Context: an optimization exercise on an open-source flow, tuned for small area and a short achievable clock period. The choices shown serve that exercise and are no tape-out recipe.
Function was checked by simulation only, so behaviour that the tests miss may differ from the original.
Power and IR drop assume default switching activity.

==> flow/design.v <==
package spi_ram_pkg;
    localparam int ADDR_SIZE_DEF = 8;
    localparam int MEM_DEPTH_DEF = 256;
    typedef enum logic [1:0] {
        WR_ADDR = 2'b00,
        WR_DATA = 2'b01,
        RD_ADDR = 2'b10,
        RD_DATA = 2'b11
    } RAM_OP_e;
endpackage
module spi_ram_ao8 (
    input  logic [7:0] d,
    input  logic [7:0] s,
    output logic       y
);
    assign y = |(d & s);
endmodule
module spi_ram_nand4 (
    input  logic a, b, c, d,
    output logic y
);
    assign y = ~(a & b & c & d);
endmodule
module spi_ram_oai21 (
    input  logic a1, a2, b1,
    output logic y
);
    assign y = ~((a1 | a2) & b1);
endmodule
module spi_ram_nor2 (
    input  logic a, b,
    output logic y
);
    assign y = ~(a | b);
endmodule
module spi_ram_and4 (
    input  logic a, b, c, d,
    output logic y
);
    assign y = a & b & c & d;
endmodule
module spi_ram_nand2 (
    input  logic a, b,
    output logic y
);
    assign y = ~(a & b);
endmodule
module spi_ram_and2 (
    input  logic a, b,
    output logic y
);
    assign y = a & b;
endmodule
module spi_ram_rd_mux (
    input  logic e, s0, s1, e_n, q_n,
    output logic y
);
    assign y = ~((e & s0 & s1) | (e_n & q_n));
endmodule
module spi_ram_rd_bit (
    input  logic [255:0] col,
    input  logic [15:0]  r_lo,
    input  logic [15:0]  r_hi,
    input  logic         e,
    input  logic         e_n,
    input  logic         q_n,
    output logic         y
);
    logic [31:0]  w_p;    
    logic [15:0]  w_q;    
    logic [3:0]   w_r;
    logic [1:0]   w_s;
    for (genvar h = 0; h < 16; h++) begin : g_grp
        for (genvar j = 0; j < 2; j++) begin : g_ao
            spi_ram_ao8 u_ao (
                .d (col[16*h + 8*j +: 8]),
                .s (r_lo[8*j +: 8]),
                .y (w_p[2*h + j])
            );
        end
        spi_ram_oai21 u_oai (
            .a1 (w_p[2*h]), .a2 (w_p[2*h + 1]), .b1 (r_hi[h]),
            .y  (w_q[h])
        );
    end
    for (genvar j = 0; j < 4; j++) begin : g_or
        spi_ram_and4 u_and (
            .a (w_q[4*j]),     .b (w_q[4*j + 1]),
            .c (w_q[4*j + 2]), .d (w_q[4*j + 3]),
            .y (w_r[j])
        );
    end
    spi_ram_and2 u_and0 (.a (w_r[0]), .b (w_r[1]), .y (w_s[0]));
    spi_ram_and2 u_and1 (.a (w_r[2]), .b (w_r[3]), .y (w_s[1]));
    spi_ram_rd_mux u_out (
        .e (e), .s0 (w_s[0]), .s1 (w_s[1]), .e_n (e_n), .q_n (q_n),
        .y (y)
    );
endmodule
module spi_ram_array (
    input  logic        clk,
    input  logic        rst_n,
    input  logic        wr_cmd,
    input  logic        wr_armed,
    input  logic [7:0]  waddr,
    input  logic [7:0]  wdata,
    input  logic        re,
    input  logic [15:0] r_lo,
    input  logic [15:0] r_hi,
    output logic [7:0]  rdata
);
    logic [15:0]  w_lo_n, w_hi_arm, w_hi_en_n;
    logic [255:0] w_word_en;
    assign w_lo_n   = ~(16'd1 << waddr[3:0]);
    assign w_hi_arm = (16'd1 << waddr[7:4]) & {16{wr_armed}};
    for (genvar h = 0; h < 16; h++) begin : g_hi_en
        spi_ram_nand2 u_en (.a (wr_cmd), .b (w_hi_arm[h]), .y (w_hi_en_n[h]));
    end
    logic [2047:0] r_word;
    for (genvar a = 0; a < 256; a++) begin : g_word
        spi_ram_nor2 u_en (
            .a (w_hi_en_n[a / 16]),
            .b (w_lo_n[a % 16]),
            .y (w_word_en[a])
        );
        always_ff @(posedge clk) begin
            if (w_word_en[a]) begin
                r_word[8*a +: 8] <= wdata;
            end
        end
    end
    logic        w_e, w_e_n;
    logic [15:0] w_hi;
    logic [7:0]  w_d;
    assign w_e   = re || !rst_n;
    assign w_e_n = !w_e;
    assign w_hi  = r_hi & {16{rst_n}};
    for (genvar b = 0; b < 8; b++) begin : g_rd
        logic [255:0] w_col;
        for (genvar a = 0; a < 256; a++) begin : g_col
            assign w_col[a] = r_word[8*a + b];
        end
        spi_ram_rd_bit u_rd (
            .col  (w_col),
            .r_lo (r_lo),
            .r_hi (w_hi),
            .e    (w_e),
            .e_n  (w_e_n),
            .q_n  (!rdata[b]),
            .y    (w_d[b])
        );
    end
    always_ff @(posedge clk) begin
        rdata <= w_d;
    end
endmodule
module spi_ram (
    input  logic       clk,
    input  logic       rst_n,
    input  logic [9:0] din,
    input  logic       rx_valid,
    output logic [7:0] dout,
    output logic       tx_valid,
    output logic       seq_err
);
    logic [7:0]  r_wr_addr;
    logic [15:0] r_rd_lo;
    logic [15:0] r_rd_hi;
    logic        r_wr_armed;
    logic        r_rd_armed;
    logic        r_tx_valid;
    logic        r_seq_err;
    logic [1:0] w_op;
    logic [7:0] w_payload;
    logic       w_wr_cmd;
    logic       w_we;
    logic       w_re;
    logic       w_seq_err;
    assign w_op      = din[9:8];
    assign w_payload = din[7:0];
    assign w_wr_cmd  = rx_valid && (w_op == spi_ram_pkg::WR_DATA);
    assign w_we      = w_wr_cmd && r_wr_armed;
    assign w_re      = rx_valid && (w_op == spi_ram_pkg::RD_DATA) && r_rd_armed;
    assign w_seq_err = rx_valid && w_op[0] && !(w_op[1] ? r_rd_armed : r_wr_armed);
    always_ff @(posedge clk) begin
        if (!rst_n) begin
            r_wr_addr  <= '0;
            r_rd_lo    <= 16'd1;
            r_rd_hi    <= 16'd1;
            r_wr_armed <= 1'b0;
            r_rd_armed <= 1'b0;
            r_tx_valid <= 1'b0;
            r_seq_err  <= 1'b0;
        end else begin
            r_tx_valid <= w_re;
            r_seq_err  <= w_seq_err;
            if (rx_valid && w_op == spi_ram_pkg::WR_ADDR) begin
                r_wr_addr  <= w_payload;
                r_wr_armed <= 1'b1;
            end else if (w_we) begin
                r_wr_addr  <= r_wr_addr + 8'd1;
            end
            if (rx_valid && w_op == spi_ram_pkg::RD_ADDR) begin
                r_rd_lo    <= 16'd1 << w_payload[3:0];
                r_rd_hi    <= 16'd1 << w_payload[7:4];
                r_rd_armed <= 1'b1;
            end else if (w_re) begin
                r_rd_lo <= {r_rd_lo[14:0], r_rd_lo[15]};
                if (r_rd_lo[15]) begin
                    r_rd_hi <= {r_rd_hi[14:0], r_rd_hi[15]};
                end
            end
        end
    end
    spi_ram_array u_array (
        .clk   (clk),
        .rst_n (rst_n),
        .wr_cmd   (w_wr_cmd),
        .wr_armed (r_wr_armed),
        .waddr (r_wr_addr),
        .wdata (w_payload),
        .re    (w_re),
        .r_lo  (r_rd_lo),
        .r_hi  (r_rd_hi),
        .rdata (dout)
    );
    assign tx_valid = r_tx_valid;
    assign seq_err  = r_seq_err;
endmodule
module spi_ram_top (
    input  logic       clk,
    input  logic       rst_n,
    input  logic [9:0] din,
    input  logic       rx_valid,
    output logic [7:0] dout,
    output logic       tx_valid,
    output logic       seq_err
);
    spi_ram u_ram (
        .clk      (clk),
        .rst_n    (rst_n),
        .din      (din),
        .rx_valid (rx_valid),
        .dout     (dout),
        .tx_valid (tx_valid),
        .seq_err  (seq_err)
    );
endmodule
clock: 4.0 ns
lec_check: 0
cap_margin: 20
core_margin: 2
core_utilization: 58
cts_cluster_diameter: 100
cts_cluster_size: 25
setup_slack_margin: 2.0
slew_margin: 20
synth_hierarchical: 1
run.sh (not shown) runs the stock make flow with config.mk's settings and CLKGATE_MAP_FILE= SYNTH_SCRIPT=/design/flow/synth_recipe.tcl, a recipe that flattens the netlist after the stock synthesis.
The starting point passed the timing, DRC and antenna checks.
Rerun with:
- CORE_UTILIZATION: 58 -> 50
Outcome: Routed wire length fell by 3.3%. Count of clock-buffer cells in the layout does not change. Hold slack improves by 0.085 ns. First-iteration DRC count fell by 7.0%. Total power fell by about 0.8%. Final cell count rose by about 4.3%. Cell area fell by 0.67%. Combinational power fell by 7.9%. Synthesized cell count does not change.
Rerun with:
- CORE_UTILIZATION: 50 -> 58
- TNS_END_PERCENT: not set -> 10
Power stays flat.
Clock skew is lower by 0.017 ns.
Maximum frequency is higher by 1.2%.
Via count is higher by 0.46%.
Global-route usage is higher by 4.9 points.
Design area is lower by 1.3%.
Worst setup slack improves by 0.028 ns.
Die area is lower by 14%.
Critical path depth does not change.
Rerun with:
- CORE_UTILIZATION: 58 -> 50
Outcome: Global-route usage falls by 6.7 points. Synthesized area does not change. Worst hold slack is better by 0.012 ns. Design area rises by 0.62%. Total power came out higher by 0.76%. Fmax falls by 2.2%. Register-to-register slack loses 0.05 ns. Non-clock buffer count increases by 58. First-iteration DRC count came out lower by 13%. Sequential power hardly moves. Setup slack loses 0.051 ns.


Another version of the RTL of spi_ram_top (not shown whole).
For scale: roughly 4200 cells after synthesis, roughly 2100 flip-flops, ~23 I/O pins, about 0.076 mm² of cells after synthesis.
make LEC_CHECK=0 CAP_MARGIN=20 CORE_MARGIN=2 CORE_UTILIZATION=50 CTS_CLUSTER_DIAMETER=120 CTS_CLUSTER_SIZE=30 SETUP_SLACK_MARGIN=1.7 SLEW_MARGIN=20 SYNTH_HIERARCHICAL=1 finish   # period 4.0 ns
Change:
--- a/flow/config.mk
+++ b/flow/config.mk
@@ -10,4 +10,2 @@
 export CORE_UTILIZATION = 50
-export CTS_CLUSTER_DIAMETER = 120
-export CTS_CLUSTER_SIZE = 30
 export SETUP_SLACK_MARGIN = 1.7
Outcome: Wire length increases by 0.70%. Clock power rose by 87%. Utilization went up by 3.1 points. Total power rises by 23%. Clock skew stays flat. Sequential share of layout area shrinks by 3.6 points. Worst setup slack gets better by 0.024 ns. Combinational power hardly moves. Fmax grows by 0.91%.


Another version of the RTL of spi_ram_top (not shown whole).
For scale: about 4100 cells after synthesis, about 2100 flip-flops, about 23 I/O pins, roughly 76000 µm² of cells after synthesis.
clock: 4.0 ns
lec_check: 0
cap_margin: 20
core_margin: 2
core_utilization: 50
cts_cluster_diameter: 100
cts_cluster_size: 25
setup_slack_margin: 2.0
slew_margin: 20
synth_hierarchical: 1
The starting point passed the timing, DRC and antenna checks.
==> next run, changes <==
--- a/flow/config.mk
+++ b/flow/config.mk
@@ -11,5 +11,5 @@
 export CTS_CLUSTER_DIAMETER = 100
 export CTS_CLUSTER_SIZE = 25
-export SETUP_SLACK_MARGIN = 2.0
+export SETUP_SLACK_MARGIN = 1.8
 export SLEW_MARGIN = 20
 export SYNTH_HIERARCHICAL = 1
The new run ran to the end with no violations.
Maximum frequency came out lower by 4.3%.
Clock skew came out lower by 0.0055 ns.
Die area does not change.
Power hardly moves.
Core utilization came out lower by 1.5 points.
Combinational power came out lower by about 5%.

[port drivers added, routing unchanged]
How much do the figures lean on ideal ports? The routed layouts below were timed once more, with nothing changed but the port constraints.
Step 1, drivers: a clkbuf_16 drives clk and a buf_2 each remaining input, both assumed.
Step 2 moves the port delays by t, midway between the first and last clock arrival at a register: inputs arrive t later, outputs are due t later. That takes back most of the time a late clock gives input paths.
a / b / c = no drivers / after step 1 / after step 2; a / b = the first two.
run	t, ns	slack for setup (ns)	clock arrival spread, ns	slew at the worst register clock pin (ns)	pins driven straight from the clock port
the first run of note 1	0.812	1.761 / 1.761 / 0.987	0.038 / 0.038	0.11 / 0.11	1
the second run of note 1	0.820	1.731 / 1.731 / 0.974	0.046 / 0.046	0.10 / 0.10	1
the third run of note 1	0.804	1.758 / 1.758 / 1.047	0.024 / 0.025	0.11 / 0.11	1
the fourth run of note 1	0.832	1.707 / 1.707 / 1.001	0.059 / 0.059	0.10 / 0.10	1
the first run of note 2	0.809	1.387 / 1.387 / 1.080	0.039 / 0.039	0.12 / 0.12	1
the second run of note 2	0.905	1.410 / 1.410 / 0.929	0.037 / 0.037	0.07 / 0.07	1
the first run of note 3	0.824	1.779 / 1.779 / 1.013	0.047 / 0.047	0.11 / 0.11	1
the second run of note 3	0.821	1.679 / 1.679 / 0.902	0.041 / 0.041	0.11 / 0.11	1
After both steps every run listed still meets setup and hold. The setup slack of the second run of note 3, which loses most, moves by 0.000 ns with the drivers and by -0.777 ns with both steps.
